Context: an optimization exercise on an open-source flow, tuned for small area, a short achievable clock period and few clock cycles per item. The choices shown serve that exercise and are no tape-out recipe.
Only simulation tests tie the RTL to the original design; equivalence was not proved.
Power and IR drop assume default switching activity.

==> flow/design.v <==
module ahb_ml_mac_acc #(
  parameter int DATA_W  = 16,
  parameter int VEC_LEN = 8,
  parameter int ACC_W   = 40
) (
  input  logic        HCLK,
  input  logic        HRESETn,
  input  logic        HSEL,
  input  logic        HREADY,
  input  logic [1:0]  HTRANS,
  input  logic [2:0]  HSIZE,
  input  logic        HWRITE,
  input  logic [31:0] HADDR,
  input  logic [31:0] HWDATA,
  output logic        HREADYOUT,
  output logic [1:0]  HRESP,
  output logic [31:0] HRDATA,
  output logic        IRQ
);
  localparam int SW = 35;    
  logic [DATA_W-1:0] x_q [VEC_LEN];
  logic [DATA_W-1:0] w_q [VEC_LEN];
  logic [VEC_LEN-1:0] vx_q, vw_q;
  logic [3:0]  len_q;
  logic [3:0]  eff_q;
  logic        ie_q, done_q, busy_q, cap_q, restart_q, kill_q, kill2_q, rz_q, irq_q;
  logic        mx_e, mw_e, fnb_q, m_fresh;
  logic [DATA_W-1:0] mx_q, mw_q;
  logic [SW-1:0] s_q;
  logic [SW-1:0] r_q;
  logic [31:0]   hr_q;
  logic       sel;
  logic       a_ctrl_n, a_len_n, a_lo_n, a_hi_n, a_x_n, a_w_n;
  logic [2:0] jn;
  logic       t_ctrl, t_len, t_x, t_w, wr_q;
  logic [2:0] j_q;
  assign sel      = HSEL & HREADY & HTRANS[1];
  assign a_ctrl_n = sel & (HADDR[7:0] == 8'h00);
  assign a_len_n  = sel & (HADDR[7:0] == 8'h04);
  assign a_lo_n   = sel & (HADDR[7:0] == 8'h08);
  assign a_hi_n   = sel & (HADDR[7:0] == 8'h0C);
  assign a_x_n    = sel & (HADDR[7:5] == 3'b010) & (HADDR[1:0] == 2'b00);
  assign a_w_n    = sel & (HADDR[7:5] == 3'b100) & (HADDR[1:0] == 2'b00);
  assign jn       = HADDR[4:2];
  logic d_ctrl, d_len, d_lo, d_hi, d_x, d_w;
  assign d_ctrl = (HADDR[7:0] == 8'h00);
  assign d_len  = (HADDR[7:0] == 8'h04);
  assign d_lo   = (HADDR[7:0] == 8'h08);
  assign d_hi   = (HADDR[7:0] == 8'h0C);
  assign d_x    = (HADDR[7:5] == 3'b010) & (HADDR[1:0] == 2'b00);
  assign d_w    = (HADDR[7:5] == 3'b100) & (HADDR[1:0] == 2'b00);
  always_ff @(posedge HCLK or negedge HRESETn) begin
    if (!HRESETn) begin
      t_ctrl <= 1'b0;
      t_len  <= 1'b0;
      t_x    <= 1'b0;
      t_w    <= 1'b0;
      wr_q   <= 1'b0;
      j_q    <= '0;
    end else begin
      t_ctrl <= a_ctrl_n;
      t_len  <= a_len_n;
      t_x    <= a_x_n;
      t_w    <= a_w_n;
      wr_q   <= HWRITE;
      j_q    <= jn;
    end
  end
  logic        ctrl_we, clear_go, start_go, caught_up;
  logic        wx, ww, wop, len_we, restart;
  logic [3:0]  len_wr;
  logic        len_big;
  logic [VEC_LEN-1:0] vx_next, vw_next;
  assign ctrl_we   = wr_q & t_ctrl;
  assign clear_go  = ctrl_we & HWDATA[1];
  assign start_go  = ctrl_we & HWDATA[0] & ~HWDATA[1] & ~busy_q;
  assign caught_up = (eff_q == len_q) & ~restart_q;
  assign wx      = wr_q & t_x & ~busy_q;
  assign ww      = wr_q & t_w & ~busy_q;
  assign wop     = wx | ww;
  assign len_we  = wr_q & t_len & ~busy_q;
  assign len_big = (|HWDATA[31:4]) | (HWDATA[3] & (|HWDATA[2:0]));
  assign len_wr  = len_big ? 4'd8 : HWDATA[3:0];
  always_comb begin
    for (int i = 0; i < VEC_LEN; i++) begin
      vx_next[i] = vx_q[i] | (wx & (j_q == 3'(i)));
      vw_next[i] = vw_q[i] | (ww & (j_q == 3'(i)));
    end
  end
  always_ff @(posedge HCLK) begin
    for (int i = 0; i < VEC_LEN; i++) begin
      if (wx & (j_q == 3'(i)))
        x_q[i] <= HWDATA[DATA_W-1:0];
      if (ww & (j_q == 3'(i)))
        w_q[i] <= HWDATA[DATA_W-1:0];
    end
  end
  always_ff @(posedge HCLK or negedge HRESETn) begin
    if (!HRESETn) begin
      vx_q  <= '0;
      vw_q  <= '0;
      len_q <= '0;
      ie_q  <= 1'b0;
    end else begin
      vx_q <= vx_next;
      vw_q <= vw_next;
      if (len_we)
        len_q <= len_wr;
      if (ctrl_we)
        ie_q <= HWDATA[2];
    end
  end
  logic        step_full, step_busy, step, valid, hold_x, hold_w;
  logic [2:0]  ei;
  logic [DATA_W-1:0] a_in, b_in;
  logic [3:0]  eff_inc, eff_next;
  assign restart   = (wop & ({1'b0, j_q} < eff_q)) | restart_q;
  assign step_full = ~busy_q & ~len_we &
                     (restart ? (wop & (j_q == 3'd0) & (len_q != 4'd0) & fnb_q & m_fresh)
                              : ((eff_q < len_q) & mx_e & mw_e));
  assign step_busy = busy_q & (eff_q < len_q) & mx_e & mw_e;
  assign step      = step_full | step_busy;
  assign hold_x    = busy_q & mx_e & ~step;
  assign hold_w    = busy_q & mw_e & ~step;
  assign ei    = restart ? 3'd0 : eff_q[2:0];
  assign valid = (wx | vx_q[ei]) & (ww | vw_q[ei]);
  assign a_in = wop ? HWDATA[DATA_W-1:0] : mx_q;
  assign b_in = ww ? mx_q : mw_q;
  assign eff_inc  = eff_q + 4'd1;
  logic [7:0] lt_eff;
  always_comb
    for (int v = 0; v < 8; v++)
      lt_eff[v] = (4'(v) < eff_q);
  assign eff_next = restart ? {3'd0, step} : (step ? eff_inc : eff_q);
  logic [7:0] neg_in, one_in, two_in;
  always_comb begin
    for (int k = 0; k < 8; k++) begin
      logic lo;
      lo = (k == 0) ? 1'b0 : b_in[2*k-1];
      neg_in[k] = b_in[2*k+1];
      one_in[k] = b_in[2*k] ^ lo;
      two_in[k] = (b_in[2*k+1] & ~b_in[2*k] & ~lo) | (~b_in[2*k+1] & b_in[2*k] & lo);
    end
  end
  logic [DATA_W-1:0] a1_q;
  logic [7:0]        neg1_q, one1_q, two1_q;
  logic [SW-1:0]     ms, mc, ps_q, pc_q;
  logic [SW-1:0]     s_next;
  always_ff @(posedge HCLK) begin
    a1_q   <= a_in;
    neg1_q <= (step & valid) ? neg_in : 8'd0;
    one1_q <= (step & valid) ? one_in : 8'd0;
    two1_q <= (step & valid) ? two_in : 8'd0;
  end
  mac_booth_csa u_mul (.a(a1_q), .neg_in(neg1_q), .one_in(one1_q),
                       .two_in(two1_q), .s(ms), .c(mc));
  assign s_next = s_q + ps_q + pc_q;
  always_ff @(posedge HCLK) begin
    ps_q <= ms;
    pc_q <= mc;
    s_q  <= kill_q ? '0 : s_next;
  end
  always_ff @(posedge HCLK or negedge HRESETn) begin
    if (!HRESETn) begin
      eff_q     <= '0;
      restart_q <= 1'b0;
      kill_q    <= 1'b1;
      kill2_q   <= 1'b1;
      fnb_q     <= 1'b0;
    end else begin
      fnb_q     <= ~busy_q;
      eff_q     <= eff_next;
      restart_q <= len_we & ~restart_q & ~(|HWDATA[31:3]) & lt_eff[HWDATA[2:0]];
      kill_q    <= restart | kill2_q;
      kill2_q   <= 1'b0;
    end
  end
  logic busy_next, done_next, ie_next, rz_next;
  logic [3:0] len_next;
  assign busy_next = ~clear_go & (start_go | busy_q) & ~caught_up;
  assign done_next = ~clear_go & ((start_go | busy_q) ? caught_up : done_q);
  assign ie_next   = ctrl_we ? HWDATA[2] : ie_q;
  assign len_next  = len_we ? len_wr : len_q;
  assign rz_next   = clear_go | (rz_q & ~cap_q);
  always_ff @(posedge HCLK or negedge HRESETn) begin
    if (!HRESETn) begin
      busy_q <= 1'b0;
      done_q <= 1'b0;
      cap_q  <= 1'b0;
      rz_q   <= 1'b1;
      irq_q  <= 1'b0;
    end else begin
      busy_q <= busy_next;
      done_q <= done_next;
      cap_q  <= ~clear_go & (start_go | busy_q) & caught_up;
      rz_q   <= rz_next;
      irq_q  <= done_next & ie_next;
    end
  end
  always_ff @(posedge HCLK) begin
    if (cap_q & ~clear_go)
      r_q <= s_next;
  end
  logic [2:0]        kx_n, kw_n;
  logic [DATA_W-1:0] xm, wm;
  logic [SW-1:0]     r_next;
  logic rx_n, rw_n;
  assign rx_n = HADDR[6];
  assign rw_n = HADDR[7];
  assign kx_n = (busy_q ? (sel & rx_n & ~rw_n) : (rx_n | rw_n)) ? jn : eff_next[2:0];
  assign kw_n = (busy_q ? (sel & rw_n & ~rx_n) : (rx_n | rw_n)) ? jn : eff_next[2:0];
  logic byp_x, byp_w, rbyp_x, rbyp_w;
  assign byp_x  = wx & (j_q == kx_n);
  assign byp_w  = ww & (j_q == kw_n);
  assign rbyp_x = wx & (j_q == jn);
  assign rbyp_w = ww & (j_q == jn);
  assign xm = rbyp_x ? HWDATA[DATA_W-1:0] : x_q[kx_n];
  assign wm = rbyp_w ? HWDATA[DATA_W-1:0] : w_q[kw_n];
  assign r_next = cap_q ? s_next : r_q;
  always_ff @(posedge HCLK) begin
    mx_q <= hold_x ? mx_q : x_q[kx_n];
    mw_q <= hold_w ? mw_q : w_q[kw_n];
    mx_e <= hold_x | ((kx_n == eff_next[2:0]) & ~byp_x);
    mw_e <= hold_w | ((kw_n == eff_next[2:0]) & ~byp_w);
    m_fresh <= ~(byp_x | byp_w);
    hr_q <= ({32{d_ctrl}} & {28'd0, 1'b0, ie_next, done_next, busy_next}) |
            ({32{d_len}}  & {28'd0, len_next}) |
            ({32{d_lo & ~rz_next}} & r_next[31:0]) |
            ({32{d_hi & ~rz_next}} & {{29{r_next[SW-1]}}, r_next[SW-1:32]}) |
            ({32{d_x & vx_next[jn]}} & {{16{xm[DATA_W-1]}}, xm}) |
            ({32{d_w & vw_next[jn]}} & {{16{wm[DATA_W-1]}}, wm});
  end
  assign HRDATA    = hr_q;
  assign HREADYOUT = 1'b1;
  assign HRESP     = 2'b00;
  assign IRQ       = irq_q;
  logic unused_ok;
  assign unused_ok = ^{HSIZE, HTRANS[0], HADDR[31:8]};
endmodule
module mac_booth_csa (
  input  logic [15:0] a,
  input  logic [7:0] neg_in,
  input  logic [7:0] one_in,
  input  logic [7:0] two_in,
  output logic [34:0] s,
  output logic [34:0] c
);
  logic [7:0] neg, one, two;
  assign neg = neg_in;
  assign one = one_in;
  assign two = two_in;
  logic pp0_0;
  logic pp0_1;
  logic pp0_2;
  logic pp0_3;
  logic pp0_4;
  logic pp0_5;
  logic pp0_6;
  logic pp0_7;
  logic pp0_8;
  logic pp0_9;
  logic pp0_10;
  logic pp0_11;
  logic pp0_12;
  logic pp0_13;
  logic pp0_14;
  logic pp0_15;
  logic pp0_16;
  logic pp0_17;
  logic pp0_17n;
  logic pp1_0;
  logic pp1_1;
  logic pp1_2;
  logic pp1_3;
  logic pp1_4;
  logic pp1_5;
  logic pp1_6;
  logic pp1_7;
  logic pp1_8;
  logic pp1_9;
  logic pp1_10;
  logic pp1_11;
  logic pp1_12;
  logic pp1_13;
  logic pp1_14;
  logic pp1_15;
  logic pp1_16;
  logic pp1_17;
  logic pp1_17n;
  logic pp2_0;
  logic pp2_1;
  logic pp2_2;
  logic pp2_3;
  logic pp2_4;
  logic pp2_5;
  logic pp2_6;
  logic pp2_7;
  logic pp2_8;
  logic pp2_9;
  logic pp2_10;
  logic pp2_11;
  logic pp2_12;
  logic pp2_13;
  logic pp2_14;
  logic pp2_15;
  logic pp2_16;
  logic pp2_17;
  logic pp2_17n;
  logic pp3_0;
  logic pp3_1;
  logic pp3_2;
  logic pp3_3;
  logic pp3_4;
  logic pp3_5;
  logic pp3_6;
  logic pp3_7;
  logic pp3_8;
  logic pp3_9;
  logic pp3_10;
  logic pp3_11;
  logic pp3_12;
  logic pp3_13;
  logic pp3_14;
  logic pp3_15;
  logic pp3_16;
  logic pp3_17;
  logic pp3_17n;
  logic pp4_0;
  logic pp4_1;
  logic pp4_2;
  logic pp4_3;
  logic pp4_4;
  logic pp4_5;
  logic pp4_6;
  logic pp4_7;
  logic pp4_8;
  logic pp4_9;
  logic pp4_10;
  logic pp4_11;
  logic pp4_12;
  logic pp4_13;
  logic pp4_14;
  logic pp4_15;
  logic pp4_16;
  logic pp4_17;
  logic pp4_17n;
  logic pp5_0;
  logic pp5_1;
  logic pp5_2;
  logic pp5_3;
  logic pp5_4;
  logic pp5_5;
  logic pp5_6;
  logic pp5_7;
  logic pp5_8;
  logic pp5_9;
  logic pp5_10;
  logic pp5_11;
  logic pp5_12;
  logic pp5_13;
  logic pp5_14;
  logic pp5_15;
  logic pp5_16;
  logic pp5_17;
  logic pp5_17n;
  logic pp6_0;
  logic pp6_1;
  logic pp6_2;
  logic pp6_3;
  logic pp6_4;
  logic pp6_5;
  logic pp6_6;
  logic pp6_7;
  logic pp6_8;
  logic pp6_9;
  logic pp6_10;
  logic pp6_11;
  logic pp6_12;
  logic pp6_13;
  logic pp6_14;
  logic pp6_15;
  logic pp6_16;
  logic pp6_17;
  logic pp6_17n;
  logic pp7_0;
  logic pp7_1;
  logic pp7_2;
  logic pp7_3;
  logic pp7_4;
  logic pp7_5;
  logic pp7_6;
  logic pp7_7;
  logic pp7_8;
  logic pp7_9;
  logic pp7_10;
  logic pp7_11;
  logic pp7_12;
  logic pp7_13;
  logic pp7_14;
  logic pp7_15;
  logic pp7_16;
  logic pp7_17;
  logic pp7_17n;
  logic s1;
  logic c2;
  logic s3;
  logic c4;
  logic s5;
  logic c6;
  logic s7;
  logic c8;
  logic s9;
  logic c10;
  logic s11;
  logic c12;
  logic s13;
  logic c14;
  logic s15;
  logic c16;
  logic s17;
  logic c18;
  logic s19;
  logic c20;
  logic s21;
  logic c22;
  logic s23;
  logic c24;
  logic s25;
  logic c26;
  logic s27;
  logic c28;
  logic s29;
  logic c30;
  logic s31;
  logic c32;
  logic s33;
  logic c34;
  logic s35;
  logic c36;
  logic s37;
  logic c38;
  logic s39;
  logic c40;
  logic s41;
  logic c42;
  logic s43;
  logic c44;
  logic s45;
  logic c46;
  logic s47;
  logic c48;
  logic s49;
  logic c50;
  logic s51;
  logic c52;
  logic s53;
  logic c54;
  logic s55;
  logic c56;
  logic s57;
  logic c58;
  logic s59;
  logic c60;
  logic s61;
  logic c62;
  logic s63;
  logic c64;
  logic s65;
  logic c66;
  logic s67;
  logic c68;
  logic s69;
  logic c70;
  logic s71;
  logic c72;
  logic s73;
  logic c74;
  logic s75;
  logic c76;
  logic s77;
  logic c78;
  logic s79;
  logic c80;
  logic s81;
  logic c82;
  logic s83;
  logic c84;
  logic s85;
  logic c86;
  logic s87;
  logic c88;
  logic s89;
  logic c90;
  logic s91;
  logic c92;
  logic s93;
  logic c94;
  logic s95;
  logic c96;
  logic s97;
  logic c98;
  logic s99;
  logic c100;
  logic s101;
  logic c102;
  logic s103;
  logic c104;
  logic s105;
  logic c106;
  logic s107;
  logic c108;
  logic s109;
  logic c110;
  logic s111;
  logic c112;
  logic s113;
  logic c114;
  logic s115;
  logic c116;
  logic s117;
  logic c118;
  logic s119;
  logic c120;
  logic s121;
  logic c122;
  logic s123;
  logic c124;
  logic s125;
  logic c126;
  logic s127;
  logic c128;
  logic s129;
  logic c130;
  logic s131;
  logic c132;
  logic s133;
  logic c134;
  logic s135;
  logic c136;
  logic s137;
  logic c138;
  logic s139;
  logic c140;
  logic s141;
  logic c142;
  logic s143;
  logic c144;
  logic s145;
  logic c146;
  logic s147;
  logic c148;
  logic s149;
  logic c150;
  logic s151;
  logic c152;
  logic s153;
  logic c154;
  logic s155;
  logic c156;
  logic s157;
  logic c158;
  logic s159;
  logic c160;
  logic s161;
  logic c162;
  logic s163;
  logic c164;
  logic s165;
  logic c166;
  logic s167;
  logic c168;
  logic s169;
  logic c170;
  logic s171;
  logic c172;
  logic s173;
  logic c174;
  logic s175;
  logic c176;
  logic s177;
  logic c178;
  logic s179;
  logic c180;
  logic s181;
  logic c182;
  logic s183;
  logic c184;
  logic s185;
  logic c186;
  logic s187;
  logic c188;
  logic s189;
  logic c190;
  logic s191;
  logic c192;
  logic s193;
  logic c194;
  logic s195;
  logic c196;
  logic s197;
  logic c198;
  logic s199;
  logic c200;
  logic s201;
  logic c202;
  logic s203;
  logic c204;
  logic s205;
  logic c206;
  logic s207;
  logic c208;
  logic s209;
  logic c210;
  logic s211;
  logic c212;
  logic s213;
  logic c214;
  logic s215;
  logic c216;
  logic s217;
  logic c218;
  logic s219;
  logic c220;
  logic s221;
  logic c222;
  logic s223;
  logic c224;
  logic s225;
  logic c226;
  logic s227;
  logic c228;
  logic s229;
  logic c230;
  logic s231;
  logic c232;
  logic s233;
  logic c234;
  logic s235;
  logic c236;
  logic s237;
  logic c238;
  assign pp0_0 = ((one[0] & a[0]) | (two[0] & 1'b0)) ^ neg[0];
  assign pp0_1 = ((one[0] & a[1]) | (two[0] & a[0])) ^ neg[0];
  assign pp0_2 = ((one[0] & a[2]) | (two[0] & a[1])) ^ neg[0];
  assign pp0_3 = ((one[0] & a[3]) | (two[0] & a[2])) ^ neg[0];
  assign pp0_4 = ((one[0] & a[4]) | (two[0] & a[3])) ^ neg[0];
  assign pp0_5 = ((one[0] & a[5]) | (two[0] & a[4])) ^ neg[0];
  assign pp0_6 = ((one[0] & a[6]) | (two[0] & a[5])) ^ neg[0];
  assign pp0_7 = ((one[0] & a[7]) | (two[0] & a[6])) ^ neg[0];
  assign pp0_8 = ((one[0] & a[8]) | (two[0] & a[7])) ^ neg[0];
  assign pp0_9 = ((one[0] & a[9]) | (two[0] & a[8])) ^ neg[0];
  assign pp0_10 = ((one[0] & a[10]) | (two[0] & a[9])) ^ neg[0];
  assign pp0_11 = ((one[0] & a[11]) | (two[0] & a[10])) ^ neg[0];
  assign pp0_12 = ((one[0] & a[12]) | (two[0] & a[11])) ^ neg[0];
  assign pp0_13 = ((one[0] & a[13]) | (two[0] & a[12])) ^ neg[0];
  assign pp0_14 = ((one[0] & a[14]) | (two[0] & a[13])) ^ neg[0];
  assign pp0_15 = ((one[0] & a[15]) | (two[0] & a[14])) ^ neg[0];
  assign pp0_16 = ((one[0] & a[15]) | (two[0] & a[15])) ^ neg[0];
  assign pp0_17 = ((one[0] & a[15]) | (two[0] & a[15])) ^ neg[0];
  assign pp0_17n = ~pp0_17;
  assign pp1_0 = ((one[1] & a[0]) | (two[1] & 1'b0)) ^ neg[1];
  assign pp1_1 = ((one[1] & a[1]) | (two[1] & a[0])) ^ neg[1];
  assign pp1_2 = ((one[1] & a[2]) | (two[1] & a[1])) ^ neg[1];
  assign pp1_3 = ((one[1] & a[3]) | (two[1] & a[2])) ^ neg[1];
  assign pp1_4 = ((one[1] & a[4]) | (two[1] & a[3])) ^ neg[1];
  assign pp1_5 = ((one[1] & a[5]) | (two[1] & a[4])) ^ neg[1];
  assign pp1_6 = ((one[1] & a[6]) | (two[1] & a[5])) ^ neg[1];
  assign pp1_7 = ((one[1] & a[7]) | (two[1] & a[6])) ^ neg[1];
  assign pp1_8 = ((one[1] & a[8]) | (two[1] & a[7])) ^ neg[1];
  assign pp1_9 = ((one[1] & a[9]) | (two[1] & a[8])) ^ neg[1];
  assign pp1_10 = ((one[1] & a[10]) | (two[1] & a[9])) ^ neg[1];
  assign pp1_11 = ((one[1] & a[11]) | (two[1] & a[10])) ^ neg[1];
  assign pp1_12 = ((one[1] & a[12]) | (two[1] & a[11])) ^ neg[1];
  assign pp1_13 = ((one[1] & a[13]) | (two[1] & a[12])) ^ neg[1];
  assign pp1_14 = ((one[1] & a[14]) | (two[1] & a[13])) ^ neg[1];
  assign pp1_15 = ((one[1] & a[15]) | (two[1] & a[14])) ^ neg[1];
  assign pp1_16 = ((one[1] & a[15]) | (two[1] & a[15])) ^ neg[1];
  assign pp1_17 = ((one[1] & a[15]) | (two[1] & a[15])) ^ neg[1];
  assign pp1_17n = ~pp1_17;
  assign pp2_0 = ((one[2] & a[0]) | (two[2] & 1'b0)) ^ neg[2];
  assign pp2_1 = ((one[2] & a[1]) | (two[2] & a[0])) ^ neg[2];
  assign pp2_2 = ((one[2] & a[2]) | (two[2] & a[1])) ^ neg[2];
  assign pp2_3 = ((one[2] & a[3]) | (two[2] & a[2])) ^ neg[2];
  assign pp2_4 = ((one[2] & a[4]) | (two[2] & a[3])) ^ neg[2];
  assign pp2_5 = ((one[2] & a[5]) | (two[2] & a[4])) ^ neg[2];
  assign pp2_6 = ((one[2] & a[6]) | (two[2] & a[5])) ^ neg[2];
  assign pp2_7 = ((one[2] & a[7]) | (two[2] & a[6])) ^ neg[2];
  assign pp2_8 = ((one[2] & a[8]) | (two[2] & a[7])) ^ neg[2];
  assign pp2_9 = ((one[2] & a[9]) | (two[2] & a[8])) ^ neg[2];
  assign pp2_10 = ((one[2] & a[10]) | (two[2] & a[9])) ^ neg[2];
  assign pp2_11 = ((one[2] & a[11]) | (two[2] & a[10])) ^ neg[2];
  assign pp2_12 = ((one[2] & a[12]) | (two[2] & a[11])) ^ neg[2];
  assign pp2_13 = ((one[2] & a[13]) | (two[2] & a[12])) ^ neg[2];
  assign pp2_14 = ((one[2] & a[14]) | (two[2] & a[13])) ^ neg[2];
  assign pp2_15 = ((one[2] & a[15]) | (two[2] & a[14])) ^ neg[2];
  assign pp2_16 = ((one[2] & a[15]) | (two[2] & a[15])) ^ neg[2];
  assign pp2_17 = ((one[2] & a[15]) | (two[2] & a[15])) ^ neg[2];
  assign pp2_17n = ~pp2_17;
  assign pp3_0 = ((one[3] & a[0]) | (two[3] & 1'b0)) ^ neg[3];
  assign pp3_1 = ((one[3] & a[1]) | (two[3] & a[0])) ^ neg[3];
  assign pp3_2 = ((one[3] & a[2]) | (two[3] & a[1])) ^ neg[3];
  assign pp3_3 = ((one[3] & a[3]) | (two[3] & a[2])) ^ neg[3];
  assign pp3_4 = ((one[3] & a[4]) | (two[3] & a[3])) ^ neg[3];
  assign pp3_5 = ((one[3] & a[5]) | (two[3] & a[4])) ^ neg[3];
  assign pp3_6 = ((one[3] & a[6]) | (two[3] & a[5])) ^ neg[3];
  assign pp3_7 = ((one[3] & a[7]) | (two[3] & a[6])) ^ neg[3];
  assign pp3_8 = ((one[3] & a[8]) | (two[3] & a[7])) ^ neg[3];
  assign pp3_9 = ((one[3] & a[9]) | (two[3] & a[8])) ^ neg[3];
  assign pp3_10 = ((one[3] & a[10]) | (two[3] & a[9])) ^ neg[3];
  assign pp3_11 = ((one[3] & a[11]) | (two[3] & a[10])) ^ neg[3];
  assign pp3_12 = ((one[3] & a[12]) | (two[3] & a[11])) ^ neg[3];
  assign pp3_13 = ((one[3] & a[13]) | (two[3] & a[12])) ^ neg[3];
  assign pp3_14 = ((one[3] & a[14]) | (two[3] & a[13])) ^ neg[3];
  assign pp3_15 = ((one[3] & a[15]) | (two[3] & a[14])) ^ neg[3];
  assign pp3_16 = ((one[3] & a[15]) | (two[3] & a[15])) ^ neg[3];
  assign pp3_17 = ((one[3] & a[15]) | (two[3] & a[15])) ^ neg[3];
  assign pp3_17n = ~pp3_17;
  assign pp4_0 = ((one[4] & a[0]) | (two[4] & 1'b0)) ^ neg[4];
  assign pp4_1 = ((one[4] & a[1]) | (two[4] & a[0])) ^ neg[4];
  assign pp4_2 = ((one[4] & a[2]) | (two[4] & a[1])) ^ neg[4];
  assign pp4_3 = ((one[4] & a[3]) | (two[4] & a[2])) ^ neg[4];
  assign pp4_4 = ((one[4] & a[4]) | (two[4] & a[3])) ^ neg[4];
  assign pp4_5 = ((one[4] & a[5]) | (two[4] & a[4])) ^ neg[4];
  assign pp4_6 = ((one[4] & a[6]) | (two[4] & a[5])) ^ neg[4];
  assign pp4_7 = ((one[4] & a[7]) | (two[4] & a[6])) ^ neg[4];
  assign pp4_8 = ((one[4] & a[8]) | (two[4] & a[7])) ^ neg[4];
  assign pp4_9 = ((one[4] & a[9]) | (two[4] & a[8])) ^ neg[4];
  assign pp4_10 = ((one[4] & a[10]) | (two[4] & a[9])) ^ neg[4];
  assign pp4_11 = ((one[4] & a[11]) | (two[4] & a[10])) ^ neg[4];
  assign pp4_12 = ((one[4] & a[12]) | (two[4] & a[11])) ^ neg[4];
  assign pp4_13 = ((one[4] & a[13]) | (two[4] & a[12])) ^ neg[4];
  assign pp4_14 = ((one[4] & a[14]) | (two[4] & a[13])) ^ neg[4];
  assign pp4_15 = ((one[4] & a[15]) | (two[4] & a[14])) ^ neg[4];
  assign pp4_16 = ((one[4] & a[15]) | (two[4] & a[15])) ^ neg[4];
  assign pp4_17 = ((one[4] & a[15]) | (two[4] & a[15])) ^ neg[4];
  assign pp4_17n = ~pp4_17;
  assign pp5_0 = ((one[5] & a[0]) | (two[5] & 1'b0)) ^ neg[5];
  assign pp5_1 = ((one[5] & a[1]) | (two[5] & a[0])) ^ neg[5];
  assign pp5_2 = ((one[5] & a[2]) | (two[5] & a[1])) ^ neg[5];
  assign pp5_3 = ((one[5] & a[3]) | (two[5] & a[2])) ^ neg[5];
  assign pp5_4 = ((one[5] & a[4]) | (two[5] & a[3])) ^ neg[5];
  assign pp5_5 = ((one[5] & a[5]) | (two[5] & a[4])) ^ neg[5];
  assign pp5_6 = ((one[5] & a[6]) | (two[5] & a[5])) ^ neg[5];
  assign pp5_7 = ((one[5] & a[7]) | (two[5] & a[6])) ^ neg[5];
  assign pp5_8 = ((one[5] & a[8]) | (two[5] & a[7])) ^ neg[5];
  assign pp5_9 = ((one[5] & a[9]) | (two[5] & a[8])) ^ neg[5];
  assign pp5_10 = ((one[5] & a[10]) | (two[5] & a[9])) ^ neg[5];
  assign pp5_11 = ((one[5] & a[11]) | (two[5] & a[10])) ^ neg[5];
  assign pp5_12 = ((one[5] & a[12]) | (two[5] & a[11])) ^ neg[5];
  assign pp5_13 = ((one[5] & a[13]) | (two[5] & a[12])) ^ neg[5];
  assign pp5_14 = ((one[5] & a[14]) | (two[5] & a[13])) ^ neg[5];
  assign pp5_15 = ((one[5] & a[15]) | (two[5] & a[14])) ^ neg[5];
  assign pp5_16 = ((one[5] & a[15]) | (two[5] & a[15])) ^ neg[5];
  assign pp5_17 = ((one[5] & a[15]) | (two[5] & a[15])) ^ neg[5];
  assign pp5_17n = ~pp5_17;
  assign pp6_0 = ((one[6] & a[0]) | (two[6] & 1'b0)) ^ neg[6];
  assign pp6_1 = ((one[6] & a[1]) | (two[6] & a[0])) ^ neg[6];
  assign pp6_2 = ((one[6] & a[2]) | (two[6] & a[1])) ^ neg[6];
  assign pp6_3 = ((one[6] & a[3]) | (two[6] & a[2])) ^ neg[6];
  assign pp6_4 = ((one[6] & a[4]) | (two[6] & a[3])) ^ neg[6];
  assign pp6_5 = ((one[6] & a[5]) | (two[6] & a[4])) ^ neg[6];
  assign pp6_6 = ((one[6] & a[6]) | (two[6] & a[5])) ^ neg[6];
  assign pp6_7 = ((one[6] & a[7]) | (two[6] & a[6])) ^ neg[6];
  assign pp6_8 = ((one[6] & a[8]) | (two[6] & a[7])) ^ neg[6];
  assign pp6_9 = ((one[6] & a[9]) | (two[6] & a[8])) ^ neg[6];
  assign pp6_10 = ((one[6] & a[10]) | (two[6] & a[9])) ^ neg[6];
  assign pp6_11 = ((one[6] & a[11]) | (two[6] & a[10])) ^ neg[6];
  assign pp6_12 = ((one[6] & a[12]) | (two[6] & a[11])) ^ neg[6];
  assign pp6_13 = ((one[6] & a[13]) | (two[6] & a[12])) ^ neg[6];
  assign pp6_14 = ((one[6] & a[14]) | (two[6] & a[13])) ^ neg[6];
  assign pp6_15 = ((one[6] & a[15]) | (two[6] & a[14])) ^ neg[6];
  assign pp6_16 = ((one[6] & a[15]) | (two[6] & a[15])) ^ neg[6];
  assign pp6_17 = ((one[6] & a[15]) | (two[6] & a[15])) ^ neg[6];
  assign pp6_17n = ~pp6_17;
  assign pp7_0 = ((one[7] & a[0]) | (two[7] & 1'b0)) ^ neg[7];
  assign pp7_1 = ((one[7] & a[1]) | (two[7] & a[0])) ^ neg[7];
  assign pp7_2 = ((one[7] & a[2]) | (two[7] & a[1])) ^ neg[7];
  assign pp7_3 = ((one[7] & a[3]) | (two[7] & a[2])) ^ neg[7];
  assign pp7_4 = ((one[7] & a[4]) | (two[7] & a[3])) ^ neg[7];
  assign pp7_5 = ((one[7] & a[5]) | (two[7] & a[4])) ^ neg[7];
  assign pp7_6 = ((one[7] & a[6]) | (two[7] & a[5])) ^ neg[7];
  assign pp7_7 = ((one[7] & a[7]) | (two[7] & a[6])) ^ neg[7];
  assign pp7_8 = ((one[7] & a[8]) | (two[7] & a[7])) ^ neg[7];
  assign pp7_9 = ((one[7] & a[9]) | (two[7] & a[8])) ^ neg[7];
  assign pp7_10 = ((one[7] & a[10]) | (two[7] & a[9])) ^ neg[7];
  assign pp7_11 = ((one[7] & a[11]) | (two[7] & a[10])) ^ neg[7];
  assign pp7_12 = ((one[7] & a[12]) | (two[7] & a[11])) ^ neg[7];
  assign pp7_13 = ((one[7] & a[13]) | (two[7] & a[12])) ^ neg[7];
  assign pp7_14 = ((one[7] & a[14]) | (two[7] & a[13])) ^ neg[7];
  assign pp7_15 = ((one[7] & a[15]) | (two[7] & a[14])) ^ neg[7];
  assign pp7_16 = ((one[7] & a[15]) | (two[7] & a[15])) ^ neg[7];
  assign pp7_17 = ((one[7] & a[15]) | (two[7] & a[15])) ^ neg[7];
  assign pp7_17n = ~pp7_17;
  assign s1 = pp0_10 ^ pp1_8;
  assign c2 = pp0_10 & pp1_8;
  assign s3 = pp0_11 ^ pp1_9;
  assign c4 = pp0_11 & pp1_9;
  assign s5 = pp0_12 ^ pp1_10 ^ pp2_8;
  assign c6 = (pp0_12 & pp1_10) | (pp0_12 & pp2_8) | (pp1_10 & pp2_8);
  assign s7 = pp3_6 ^ pp4_4;
  assign c8 = pp3_6 & pp4_4;
  assign s9 = pp0_13 ^ pp1_11 ^ pp2_9;
  assign c10 = (pp0_13 & pp1_11) | (pp0_13 & pp2_9) | (pp1_11 & pp2_9);
  assign s11 = pp3_7 ^ pp4_5;
  assign c12 = pp3_7 & pp4_5;
  assign s13 = pp0_14 ^ pp1_12 ^ pp2_10;
  assign c14 = (pp0_14 & pp1_12) | (pp0_14 & pp2_10) | (pp1_12 & pp2_10);
  assign s15 = pp3_8 ^ pp4_6 ^ pp5_4;
  assign c16 = (pp3_8 & pp4_6) | (pp3_8 & pp5_4) | (pp4_6 & pp5_4);
  assign s17 = pp6_2 ^ pp7_0;
  assign c18 = pp6_2 & pp7_0;
  assign s19 = pp0_15 ^ pp1_13 ^ pp2_11;
  assign c20 = (pp0_15 & pp1_13) | (pp0_15 & pp2_11) | (pp1_13 & pp2_11);
  assign s21 = pp3_9 ^ pp4_7 ^ pp5_5;
  assign c22 = (pp3_9 & pp4_7) | (pp3_9 & pp5_5) | (pp4_7 & pp5_5);
  assign s23 = pp6_3 ^ pp7_1;
  assign c24 = pp6_3 & pp7_1;
  assign s25 = pp0_16 ^ pp1_14 ^ pp2_12;
  assign c26 = (pp0_16 & pp1_14) | (pp0_16 & pp2_12) | (pp1_14 & pp2_12);
  assign s27 = pp3_10 ^ pp4_8 ^ pp5_6;
  assign c28 = (pp3_10 & pp4_8) | (pp3_10 & pp5_6) | (pp4_8 & pp5_6);
  assign s29 = pp6_4 ^ pp7_2;
  assign c30 = pp6_4 & pp7_2;
  assign s31 = 1'b1 ^ pp0_17n ^ pp1_15;
  assign c32 = (1'b1 & pp0_17n) | (1'b1 & pp1_15) | (pp0_17n & pp1_15);
  assign s33 = pp2_13 ^ pp3_11 ^ pp4_9;
  assign c34 = (pp2_13 & pp3_11) | (pp2_13 & pp4_9) | (pp3_11 & pp4_9);
  assign s35 = pp5_7 ^ pp6_5 ^ pp7_3;
  assign c36 = (pp5_7 & pp6_5) | (pp5_7 & pp7_3) | (pp6_5 & pp7_3);
  assign s37 = 1'b1 ^ pp1_16 ^ pp2_14;
  assign c38 = (1'b1 & pp1_16) | (1'b1 & pp2_14) | (pp1_16 & pp2_14);
  assign s39 = pp3_12 ^ pp4_10 ^ pp5_8;
  assign c40 = (pp3_12 & pp4_10) | (pp3_12 & pp5_8) | (pp4_10 & pp5_8);
  assign s41 = pp6_6 ^ pp7_4;
  assign c42 = pp6_6 & pp7_4;
  assign s43 = pp1_17n ^ pp2_15 ^ pp3_13;
  assign c44 = (pp1_17n & pp2_15) | (pp1_17n & pp3_13) | (pp2_15 & pp3_13);
  assign s45 = pp4_11 ^ pp5_9 ^ pp6_7;
  assign c46 = (pp4_11 & pp5_9) | (pp4_11 & pp6_7) | (pp5_9 & pp6_7);
  assign s47 = 1'b1 ^ pp2_16 ^ pp3_14;
  assign c48 = (1'b1 & pp2_16) | (1'b1 & pp3_14) | (pp2_16 & pp3_14);
  assign s49 = pp4_12 ^ pp5_10;
  assign c50 = pp4_12 & pp5_10;
  assign s51 = pp2_17n ^ pp3_15 ^ pp4_13;
  assign c52 = (pp2_17n & pp3_15) | (pp2_17n & pp4_13) | (pp3_15 & pp4_13);
  assign s53 = 1'b1 ^ pp3_16;
  assign c54 = 1'b1 & pp3_16;
  assign s55 = pp0_6 ^ pp1_4;
  assign c56 = pp0_6 & pp1_4;
  assign s57 = pp0_7 ^ pp1_5;
  assign c58 = pp0_7 & pp1_5;
  assign s59 = pp0_8 ^ pp1_6 ^ pp2_4;
  assign c60 = (pp0_8 & pp1_6) | (pp0_8 & pp2_4) | (pp1_6 & pp2_4);
  assign s61 = pp3_2 ^ pp4_0;
  assign c62 = pp3_2 & pp4_0;
  assign s63 = pp0_9 ^ pp1_7 ^ pp2_5;
  assign c64 = (pp0_9 & pp1_7) | (pp0_9 & pp2_5) | (pp1_7 & pp2_5);
  assign s65 = pp3_3 ^ pp4_1;
  assign c66 = pp3_3 & pp4_1;
  assign s67 = s1 ^ pp2_6 ^ pp3_4;
  assign c68 = (s1 & pp2_6) | (s1 & pp3_4) | (pp2_6 & pp3_4);
  assign s69 = pp4_2 ^ pp5_0 ^ neg[5];
  assign c70 = (pp4_2 & pp5_0) | (pp4_2 & neg[5]) | (pp5_0 & neg[5]);
  assign s71 = c2 ^ s3 ^ pp2_7;
  assign c72 = (c2 & s3) | (c2 & pp2_7) | (s3 & pp2_7);
  assign s73 = pp3_5 ^ pp4_3 ^ pp5_1;
  assign c74 = (pp3_5 & pp4_3) | (pp3_5 & pp5_1) | (pp4_3 & pp5_1);
  assign s75 = c4 ^ s5 ^ s7;
  assign c76 = (c4 & s5) | (c4 & s7) | (s5 & s7);
  assign s77 = pp5_2 ^ pp6_0 ^ neg[6];
  assign c78 = (pp5_2 & pp6_0) | (pp5_2 & neg[6]) | (pp6_0 & neg[6]);
  assign s79 = c6 ^ c8 ^ s9;
  assign c80 = (c6 & c8) | (c6 & s9) | (c8 & s9);
  assign s81 = s11 ^ pp5_3 ^ pp6_1;
  assign c82 = (s11 & pp5_3) | (s11 & pp6_1) | (pp5_3 & pp6_1);
  assign s83 = c10 ^ c12 ^ s13;
  assign c84 = (c10 & c12) | (c10 & s13) | (c12 & s13);
  assign s85 = s15 ^ s17 ^ neg[7];
  assign c86 = (s15 & s17) | (s15 & neg[7]) | (s17 & neg[7]);
  assign s87 = c14 ^ c16 ^ c18;
  assign c88 = (c14 & c16) | (c14 & c18) | (c16 & c18);
  assign s89 = s19 ^ s21 ^ s23;
  assign c90 = (s19 & s21) | (s19 & s23) | (s21 & s23);
  assign s91 = c20 ^ c22 ^ c24;
  assign c92 = (c20 & c22) | (c20 & c24) | (c22 & c24);
  assign s93 = s25 ^ s27 ^ s29;
  assign c94 = (s25 & s27) | (s25 & s29) | (s27 & s29);
  assign s95 = c26 ^ c28 ^ c30;
  assign c96 = (c26 & c28) | (c26 & c30) | (c28 & c30);
  assign s97 = s31 ^ s33 ^ s35;
  assign c98 = (s31 & s33) | (s31 & s35) | (s33 & s35);
  assign s99 = c32 ^ c34 ^ c36;
  assign c100 = (c32 & c34) | (c32 & c36) | (c34 & c36);
  assign s101 = s37 ^ s39 ^ s41;
  assign c102 = (s37 & s39) | (s37 & s41) | (s39 & s41);
  assign s103 = c38 ^ c40 ^ c42;
  assign c104 = (c38 & c40) | (c38 & c42) | (c40 & c42);
  assign s105 = s43 ^ s45 ^ pp7_5;
  assign c106 = (s43 & s45) | (s43 & pp7_5) | (s45 & pp7_5);
  assign s107 = c44 ^ c46 ^ s47;
  assign c108 = (c44 & c46) | (c44 & s47) | (c46 & s47);
  assign s109 = s49 ^ pp6_8 ^ pp7_6;
  assign c110 = (s49 & pp6_8) | (s49 & pp7_6) | (pp6_8 & pp7_6);
  assign s111 = c48 ^ c50 ^ s51;
  assign c112 = (c48 & c50) | (c48 & s51) | (c50 & s51);
  assign s113 = pp5_11 ^ pp6_9 ^ pp7_7;
  assign c114 = (pp5_11 & pp6_9) | (pp5_11 & pp7_7) | (pp6_9 & pp7_7);
  assign s115 = c52 ^ s53 ^ pp4_14;
  assign c116 = (c52 & s53) | (c52 & pp4_14) | (s53 & pp4_14);
  assign s117 = pp5_12 ^ pp6_10 ^ pp7_8;
  assign c118 = (pp5_12 & pp6_10) | (pp5_12 & pp7_8) | (pp6_10 & pp7_8);
  assign s119 = c54 ^ pp3_17n ^ pp4_15;
  assign c120 = (c54 & pp3_17n) | (c54 & pp4_15) | (pp3_17n & pp4_15);
  assign s121 = pp5_13 ^ pp6_11 ^ pp7_9;
  assign c122 = (pp5_13 & pp6_11) | (pp5_13 & pp7_9) | (pp6_11 & pp7_9);
  assign s123 = 1'b1 ^ pp4_16 ^ pp5_14;
  assign c124 = (1'b1 & pp4_16) | (1'b1 & pp5_14) | (pp4_16 & pp5_14);
  assign s125 = pp6_12 ^ pp7_10;
  assign c126 = pp6_12 & pp7_10;
  assign s127 = pp4_17n ^ pp5_15 ^ pp6_13;
  assign c128 = (pp4_17n & pp5_15) | (pp4_17n & pp6_13) | (pp5_15 & pp6_13);
  assign s129 = 1'b1 ^ pp5_16;
  assign c130 = 1'b1 & pp5_16;
  assign s131 = pp0_4 ^ pp1_2;
  assign c132 = pp0_4 & pp1_2;
  assign s133 = pp0_5 ^ pp1_3;
  assign c134 = pp0_5 & pp1_3;
  assign s135 = s55 ^ pp2_2 ^ pp3_0;
  assign c136 = (s55 & pp2_2) | (s55 & pp3_0) | (pp2_2 & pp3_0);
  assign s137 = c56 ^ s57 ^ pp2_3;
  assign c138 = (c56 & s57) | (c56 & pp2_3) | (s57 & pp2_3);
  assign s139 = c58 ^ s59 ^ s61;
  assign c140 = (c58 & s59) | (c58 & s61) | (s59 & s61);
  assign s141 = c60 ^ c62 ^ s63;
  assign c142 = (c60 & c62) | (c60 & s63) | (c62 & s63);
  assign s143 = c64 ^ c66 ^ s67;
  assign c144 = (c64 & c66) | (c64 & s67) | (c66 & s67);
  assign s145 = c68 ^ c70 ^ s71;
  assign c146 = (c68 & c70) | (c68 & s71) | (c70 & s71);
  assign s147 = c72 ^ c74 ^ s75;
  assign c148 = (c72 & c74) | (c72 & s75) | (c74 & s75);
  assign s149 = c76 ^ c78 ^ s79;
  assign c150 = (c76 & c78) | (c76 & s79) | (c78 & s79);
  assign s151 = c80 ^ c82 ^ s83;
  assign c152 = (c80 & c82) | (c80 & s83) | (c82 & s83);
  assign s153 = c84 ^ c86 ^ s87;
  assign c154 = (c84 & c86) | (c84 & s87) | (c86 & s87);
  assign s155 = c88 ^ c90 ^ s91;
  assign c156 = (c88 & c90) | (c88 & s91) | (c90 & s91);
  assign s157 = c92 ^ c94 ^ s95;
  assign c158 = (c92 & c94) | (c92 & s95) | (c94 & s95);
  assign s159 = c96 ^ c98 ^ s99;
  assign c160 = (c96 & c98) | (c96 & s99) | (c98 & s99);
  assign s161 = c100 ^ c102 ^ s103;
  assign c162 = (c100 & c102) | (c100 & s103) | (c102 & s103);
  assign s163 = c104 ^ c106 ^ s107;
  assign c164 = (c104 & c106) | (c104 & s107) | (c106 & s107);
  assign s165 = c108 ^ c110 ^ s111;
  assign c166 = (c108 & c110) | (c108 & s111) | (c110 & s111);
  assign s167 = c112 ^ c114 ^ s115;
  assign c168 = (c112 & c114) | (c112 & s115) | (c114 & s115);
  assign s169 = c116 ^ c118 ^ s119;
  assign c170 = (c116 & c118) | (c116 & s119) | (c118 & s119);
  assign s171 = c120 ^ c122 ^ s123;
  assign c172 = (c120 & c122) | (c120 & s123) | (c122 & s123);
  assign s173 = c124 ^ c126 ^ s127;
  assign c174 = (c124 & c126) | (c124 & s127) | (c126 & s127);
  assign s175 = c128 ^ s129 ^ pp6_14;
  assign c176 = (c128 & s129) | (c128 & pp6_14) | (s129 & pp6_14);
  assign s177 = c130 ^ pp5_17n ^ pp6_15;
  assign c178 = (c130 & pp5_17n) | (c130 & pp6_15) | (pp5_17n & pp6_15);
  assign s179 = 1'b1 ^ pp6_16;
  assign c180 = 1'b1 & pp6_16;
  assign s181 = pp0_2 ^ pp1_0;
  assign c182 = pp0_2 & pp1_0;
  assign s183 = pp0_3 ^ pp1_1;
  assign c184 = pp0_3 & pp1_1;
  assign s185 = s131 ^ pp2_0 ^ neg[2];
  assign c186 = (s131 & pp2_0) | (s131 & neg[2]) | (pp2_0 & neg[2]);
  assign s187 = c132 ^ s133 ^ pp2_1;
  assign c188 = (c132 & s133) | (c132 & pp2_1) | (s133 & pp2_1);
  assign s189 = c134 ^ s135 ^ neg[3];
  assign c190 = (c134 & s135) | (c134 & neg[3]) | (s135 & neg[3]);
  assign s191 = c136 ^ s137 ^ pp3_1;
  assign c192 = (c136 & s137) | (c136 & pp3_1) | (s137 & pp3_1);
  assign s193 = c138 ^ s139 ^ neg[4];
  assign c194 = (c138 & s139) | (c138 & neg[4]) | (s139 & neg[4]);
  assign s195 = c140 ^ s141 ^ s65;
  assign c196 = (c140 & s141) | (c140 & s65) | (s141 & s65);
  assign s197 = c142 ^ s143 ^ s69;
  assign c198 = (c142 & s143) | (c142 & s69) | (s143 & s69);
  assign s199 = c144 ^ s145 ^ s73;
  assign c200 = (c144 & s145) | (c144 & s73) | (s145 & s73);
  assign s201 = c146 ^ s147 ^ s77;
  assign c202 = (c146 & s147) | (c146 & s77) | (s147 & s77);
  assign s203 = c148 ^ s149 ^ s81;
  assign c204 = (c148 & s149) | (c148 & s81) | (s149 & s81);
  assign s205 = c150 ^ s151 ^ s85;
  assign c206 = (c150 & s151) | (c150 & s85) | (s151 & s85);
  assign s207 = c152 ^ s153 ^ s89;
  assign c208 = (c152 & s153) | (c152 & s89) | (s153 & s89);
  assign s209 = c154 ^ s155 ^ s93;
  assign c210 = (c154 & s155) | (c154 & s93) | (s155 & s93);
  assign s211 = c156 ^ s157 ^ s97;
  assign c212 = (c156 & s157) | (c156 & s97) | (s157 & s97);
  assign s213 = c158 ^ s159 ^ s101;
  assign c214 = (c158 & s159) | (c158 & s101) | (s159 & s101);
  assign s215 = c160 ^ s161 ^ s105;
  assign c216 = (c160 & s161) | (c160 & s105) | (s161 & s105);
  assign s217 = c162 ^ s163 ^ s109;
  assign c218 = (c162 & s163) | (c162 & s109) | (s163 & s109);
  assign s219 = c164 ^ s165 ^ s113;
  assign c220 = (c164 & s165) | (c164 & s113) | (s165 & s113);
  assign s221 = c166 ^ s167 ^ s117;
  assign c222 = (c166 & s167) | (c166 & s117) | (s167 & s117);
  assign s223 = c168 ^ s169 ^ s121;
  assign c224 = (c168 & s169) | (c168 & s121) | (s169 & s121);
  assign s225 = c170 ^ s171 ^ s125;
  assign c226 = (c170 & s171) | (c170 & s125) | (s171 & s125);
  assign s227 = c172 ^ s173 ^ pp7_11;
  assign c228 = (c172 & s173) | (c172 & pp7_11) | (s173 & pp7_11);
  assign s229 = c174 ^ s175 ^ pp7_12;
  assign c230 = (c174 & s175) | (c174 & pp7_12) | (s175 & pp7_12);
  assign s231 = c176 ^ s177 ^ pp7_13;
  assign c232 = (c176 & s177) | (c176 & pp7_13) | (s177 & pp7_13);
  assign s233 = c178 ^ s179 ^ pp7_14;
  assign c234 = (c178 & s179) | (c178 & pp7_14) | (s179 & pp7_14);
  assign s235 = c180 ^ pp6_17n ^ pp7_15;
  assign c236 = (c180 & pp6_17n) | (c180 & pp7_15) | (pp6_17n & pp7_15);
  assign s237 = 1'b1 ^ pp7_16;
  assign c238 = 1'b1 & pp7_16;
  assign s[0] = pp0_0;
  assign c[0] = neg[0];
  assign s[1] = pp0_1;
  assign c[1] = 1'b0;
  assign s[2] = s181;
  assign c[2] = neg[1];
  assign s[3] = c182;
  assign c[3] = s183;
  assign s[4] = c184;
  assign c[4] = s185;
  assign s[5] = c186;
  assign c[5] = s187;
  assign s[6] = c188;
  assign c[6] = s189;
  assign s[7] = c190;
  assign c[7] = s191;
  assign s[8] = c192;
  assign c[8] = s193;
  assign s[9] = c194;
  assign c[9] = s195;
  assign s[10] = c196;
  assign c[10] = s197;
  assign s[11] = c198;
  assign c[11] = s199;
  assign s[12] = c200;
  assign c[12] = s201;
  assign s[13] = c202;
  assign c[13] = s203;
  assign s[14] = c204;
  assign c[14] = s205;
  assign s[15] = c206;
  assign c[15] = s207;
  assign s[16] = c208;
  assign c[16] = s209;
  assign s[17] = c210;
  assign c[17] = s211;
  assign s[18] = c212;
  assign c[18] = s213;
  assign s[19] = c214;
  assign c[19] = s215;
  assign s[20] = c216;
  assign c[20] = s217;
  assign s[21] = c218;
  assign c[21] = s219;
  assign s[22] = c220;
  assign c[22] = s221;
  assign s[23] = c222;
  assign c[23] = s223;
  assign s[24] = c224;
  assign c[24] = s225;
  assign s[25] = c226;
  assign c[25] = s227;
  assign s[26] = c228;
  assign c[26] = s229;
  assign s[27] = c230;
  assign c[27] = s231;
  assign s[28] = c232;
  assign c[28] = s233;
  assign s[29] = c234;
  assign c[29] = s235;
  assign s[30] = c236;
  assign c[30] = s237;
  assign s[31] = c238;
  assign c[31] = pp7_17n;
  assign s[32] = 1'b1;
  assign c[32] = 1'b0;
  assign s[33] = 1'b1;
  assign c[33] = 1'b0;
  assign s[34] = 1'b1;
  assign c[34] = 1'b0;
endmodule
==> flow/flow/run.sh <==
#!/bin/bash
# The standard ORFS layout (standard.sh: the standard synthesis, then
# floorplan, placement, CTS and routing), with two changes to how it is made:
#  - repair_timing is asked to leave setup slack beyond the clock period
#    (SETUP_SLACK_MARGIN, in ns), so it sizes the paths for speed;
#  - every port still gets a buffer, but a plain buf_2 instead of the delay
#    cell buffer_ports picks by default.
# The SDC, the clock period and all other settings are the standard flow's.
set -euo pipefail
MARGIN=${MARGIN:-7.25}
bash standard.sh SETUP_SLACK_MARGIN=$MARGIN \
  "BUFFER_PORTS_ARGS=-buffer_cell sky130_fd_sc_hd__buf_2" \
  finish > flow_make.log 2>&1
==> flow/standard.sh <==
#!/bin/bash
# synth_recipe.tcl (not shown) runs the flow's synth.tcl, then flattens the netlist and writes it again
# the make line also repeats each setting of config.mk as NAME=value (left out here)
make -C /OpenROAD-flow-scripts/flow DESIGN_CONFIG=/design/flow/config.mk WORK_HOME=/design/flow/orfs CLKGATE_MAP_FILE= SYNTH_SCRIPT=/design/flow/synth_recipe.tcl "${@:-finish}"
==> flow/config.mk <==
export PLATFORM = sky130hd
export DESIGN_NAME = ahb_ml_mac_acc
export DESIGN_NICKNAME = ahb_ml_mac_acc
export VERILOG_FILES = /design/flow/design.v
export SDC_FILE = /design/flow/constraint.sdc
export NUM_CORES = 4
export LEC_CHECK = 0
export ABC_AREA = 1
export CAP_MARGIN = 10
export CORE_MARGIN = 2
export CORE_UTILIZATION = 70
export CTS_CLUSTER_DIAMETER = 60
export CTS_CLUSTER_SIZE = 35
export SLEW_MARGIN = 10
==> flow/constraint.sdc <==
create_clock -name core_clock -period 11.0 [get_ports {HCLK}]
set_input_delay 2.2000 -clock core_clock [delete_from_list [all_inputs] [get_ports {HCLK}]]
set_output_delay 2.2000 -clock core_clock [all_outputs]
set_load 0.01 [all_outputs]
==> notes.md <==
==> synthesized netlist by cell type (all sizes together) (3+ instances only) <==
cell type,n,share of area (%)
mux2i,9,0.32
nand2,405,5.5
nor2,268,3.7
o211ai,9,0.24
xor2,156,4.8
dfstp,3,0.28
o21bai,5,0.13
o22ai,124,2.7
dfxtp,172,12
ha,64,2.8
fa,119,8.4
a21oi,116,2.0
nand3,127,2.7
buf,67,1.4
a31oi,4,0.088
nand4,194,4.4
o21a,3,0.079
nor3,20,0.39
a21o,8,0.21
dfrtp,39,3.4
nor4,19,0.42
inv,383,5.1
edfxtp,323,34
or2,26,0.57
o21ai,131,2.4
nand3b,3,0.079
xnor2,9,0.28
clkbuf,74,0.98
==> worst reg2reg max path, delay by kind of cell, from the launching register on <==
kind	cells	cell delay, ns
and+or+nand+nor	20	2.62
DFF	1	0.49
adders and majority gates	1	0.34
buffers and inverters	1	0.20
==> stage by stage <==
stage          total power (W)  cells  util [%]  area, um2
3_5_place_dp           0.00416   3389      72.9      29100
5_1_grt                0.00643   3556      81.5      32500
6_report               0.00620   3557      81.5      32500
4_1_cts                0.00597   3514      79.3      31700
2_1_floorplan          0.00365   2898         -      28500
3_3_place_gp           0.00412   3389      72.9      29100
==> routing by layer <==
layer  routed length (um)  GRT usage, %  part of all wire (%)  up-vias
met5                   27             0                 0.030        -
met4                 7410          26.6                   8.3        4
met3                10400          7.03                    12      476
met2                41900          66.7                    47     1804
met1                30000          50.8                    33    11000
li1                     -             -                     -    10100
==> kinds of logic after synthesis <==
logic type / Yosys count / share of synthesized area (%)
AO/OA/AOI/OAI: 411 / 8.22
XOR/XNOR: 165 / 5.08
adder cells (fa/ha/maj): 183 / 11.2
buffers and inverters: 525 / 7.42
flip-flops: 537 / 49.9
multiplexers: 9 / 0.317
other: 2 / 0.0264
AND/OR/NAND/NOR: 1064 / 17.8
==> final cells by class <==
cell class	instances	area [um2]	share of cell area (%)
inverters	384	1490	4.58
diodes	1	2.50	0.00769
flip-flops and latches	537	14200	43.7
clock buffers	45	1050	3.23
clock inverters	25	414	1.27
repair buffers	183	1500	4.62
well taps	525	657	2.02
multi-input cells	1857	13200	40.6
==> report_power, final <==
part	internal [W]	switching, W
registers	0.00232	0.000104
clock network	0.000782	0.000832
logic	0.000667	0.00149
==> sequential cells by signal (all words and copies together) (netlist names), 3 cells and up <==
| register | flops |
|---|---|
| a1_q | 16 |
| eff_q | 4 |
| hr_q | 32 |
| j_q | 3 |
| len_q | 4 |
| mw_q | 16 |
| mx_q | 16 |
| neg1_q | 8 |
| one1_q | 8 |
| pc_q | 30 |
| ps_q | 32 |
| r_q | 35 |
| s_q | 35 |
| two1_q | 8 |
| vw_q | 8 |
| vx_q | 8 |
| w_q | 128 |
| x_q | 128 |
==> timing repair <==
action | in CTS | in global routing
pin swaps | 41 | 55
buffers inserted | 39 | 33
gates cloned | 16 | 9
gates resized for setup | 111 | 102
setup endpoints to repair | 79 | 51
==> placed cells by master (no fill, tap or decap), drive strengths merged, types with 124 or more instances in the layout <==
| cell | netlist | layout |
|---|---|---|
| edfxtp | 323 | 323 |
| nand2 | 405 | 424 |
| nand4 | 194 | 194 |
| nand3 | 127 | 128 |
| inv | 383 | 390 |
| o21ai | 131 | 131 |
| dfxtp | 172 | 172 |
| nor2 | 268 | 269 |
| buf | 67 | 178 |
| o22ai | 124 | 124 |
| xor2 | 156 | 156 |
==> worst min-delay path by stage <==
| stage | to | from | slack, ns | depth (start not counted) |
|---|---|---|---|---|
| 2_1_floorplan | pc_q[0] | neg1_q[0] | 0.33 | 0 |
| 3_3_place_gp | vx_q[4] | vx_q[4] | 0.46 | 1 |
| 3_5_place_dp | vx_q[0] | vx_q[0] | 0.47 | 1 |
| 4_1_cts | vx_q[0] | vx_q[0] | 0.49 | 1 |
| 5_1_grt | vx_q[0] | vx_q[0] | 0.50 | 1 |
| 6_report | vx_q[0] | vx_q[0] | 0.49 | 1 |
==> reports/qor.csv <==
stage,metric,value,unit
setup_path,reg2reg_slack,7.20,ns
placed_design,io_buffers,78,
sta,layout_min_cycle_time,3.87,ns
synth,synth_edf_count,323,
synth,ys_seq_area_share,49.9,%
clocking,cts_tree,yes,
setup_path,crit_buf_inv,3,
clocking,ctsHoldBuffers,0,
floorplanning,fp.dieW,206,um
setup_path,critical_path_peak_fanout,23,
clocking,clk_latency,0.61,ns
grt,track_usage,41.0,%
drt,vias,23300,
clocking,path_clk_slew,0.10,ns
power,p_leak,14.6,nW
clocking,htree_levels,2,
sta,worstMarginPinSlew,1.14,ns
drt,drt_first_iter_violations,3229,
finish,drive_gt1_share,15.5,%
power,p_per_area,191,mW/mm2
synth,syn_area_per_cell,9.82,um2
setup_path,crit_type,primary input to register,
clocking,cts_root_buffer,clkbuf_16,
floorplanning,dieArea,0.0423,mm2
min_path,hold_path_class,register to register,
power,ir_drop,0.175,mV
drt,ant_nets,0,
sta,grt_setup_unrepaired,yes,
floorplanning,die_y,206,um
clocking,clock_path_buffers,3,
sta,fmax,0.259,GHz
placed_design,gp_congestion,0.957,
job,drv_cap,0,
grt,antenna_found_initial,3,
setup_path,reg2regPathDepth,22,
sta,timing.final.crit_share,35.1,%
setup_path,cp.arrival,4.33,ns
synth,synthesis.area,0.0284,mm2
grt,grt_first_pass_wirelength,128000,um
drt,wl,89700,um
drt,viasPerCell,6.55,
clocking,clkSinkCount,537,
drt,wl_per_cell,25.2,um
drt,drcViolationCount,0,
setup_path,r2r-end,hr_q[9],
sta,slew_headroom,23.6,%
setup_path,cp-start-kind,primary input,
synth,synth_seq_cells,537,
grt,overflow,0,
setup_path,crit_chain,buf_2 > nand3_4 > o21ai_4 > nand2_4 > nand4_1 > nand2_4 > buf_12 > nand3_4 > buf_6 > o21ai_2 > nor2_2 > nand4_1 > nand2_1 > nand3_2,
synth,synthFlopType,edfxtp_1,
sta,finalSetupViolations,0,
run_status,outcome,finished clean,
sta,hold_slack,0.495,ns
synth,ys_async_sr_fraction,7.82,%
floorplanning,start_util,71.3,%
finish,fill_cells,2368,
grt,grt_pass1_vias,22200,
setup_path,cp.depth,14,
sta,drv_slew,0,
setup_path,worst_path_max_delay_cell,nand4_1,
setup_path,r2r-start,eff_q[1],
synth,ys_warn_count,3,
drt,drtPass1Iterations,7,
floorplanning,coreArea,0.0399,mm2
sta,finalHoldViolCount,0,
floorplanning,ios,110,
placed_design,dp_hpwl,54400,um
finish,syn_to_final_growth,14.3,%
setup_path,cp.required,11.46,ns
synth,synth_cells,2896,
floorplanning,rows,73,
sta,setup_ws,7.13,ns
synth,ys_types,57,
finish,final_nets,3258,
sta,clock_skew,0.0550,ns
sta,finalSetupTns,0,ns
setup_path,cp_top_family,simple AND/OR/NAND/NOR gates,
clocking,cts_buffers,38,
setup_path,critPathCapture,hr_q[12],
setup_path,critPathLaunch,HREADY,
setup_path,end_kind,register,
placed_design,place_ws,5.70,ns
grt,grt_start_max_net_pins,55,
setup_path,slowest_delay,0.27,ns
Testbench counts, summed over its fixed seeds: cycles 28,076, items 2,000.

port drivers added, routing unchanged:
How much do the figures lean on ideal ports? The routed layout below was timed once more, with nothing changed but the port constraints. Step 1, drivers: a clkbuf_16 drives HCLK and a buf_2 each remaining input, both assumed. Step 2 adds t to the input delays and takes it off the output delays; t is the mean of the earliest and latest rising clock arrival at the registers after step 1. Input paths then give back, and output paths get back, about the clock's delay inside the block. Slacks: ideal / step 1 / step 2; pairs: ideal / step 1.
t, ns: 0.641
setup slack, ns: 7.135 / 7.171 / 6.530
latest minus earliest clock arrival (ns): 0.057 / 0.057
worst data-port slew with drivers (ns): 0.04
cell pins on the clock port's net: 1
After both steps this run still meets setup and hold. For this run, drivers alone change the setup slack by +0.036 ns; drivers and shift together by -0.605 ns.
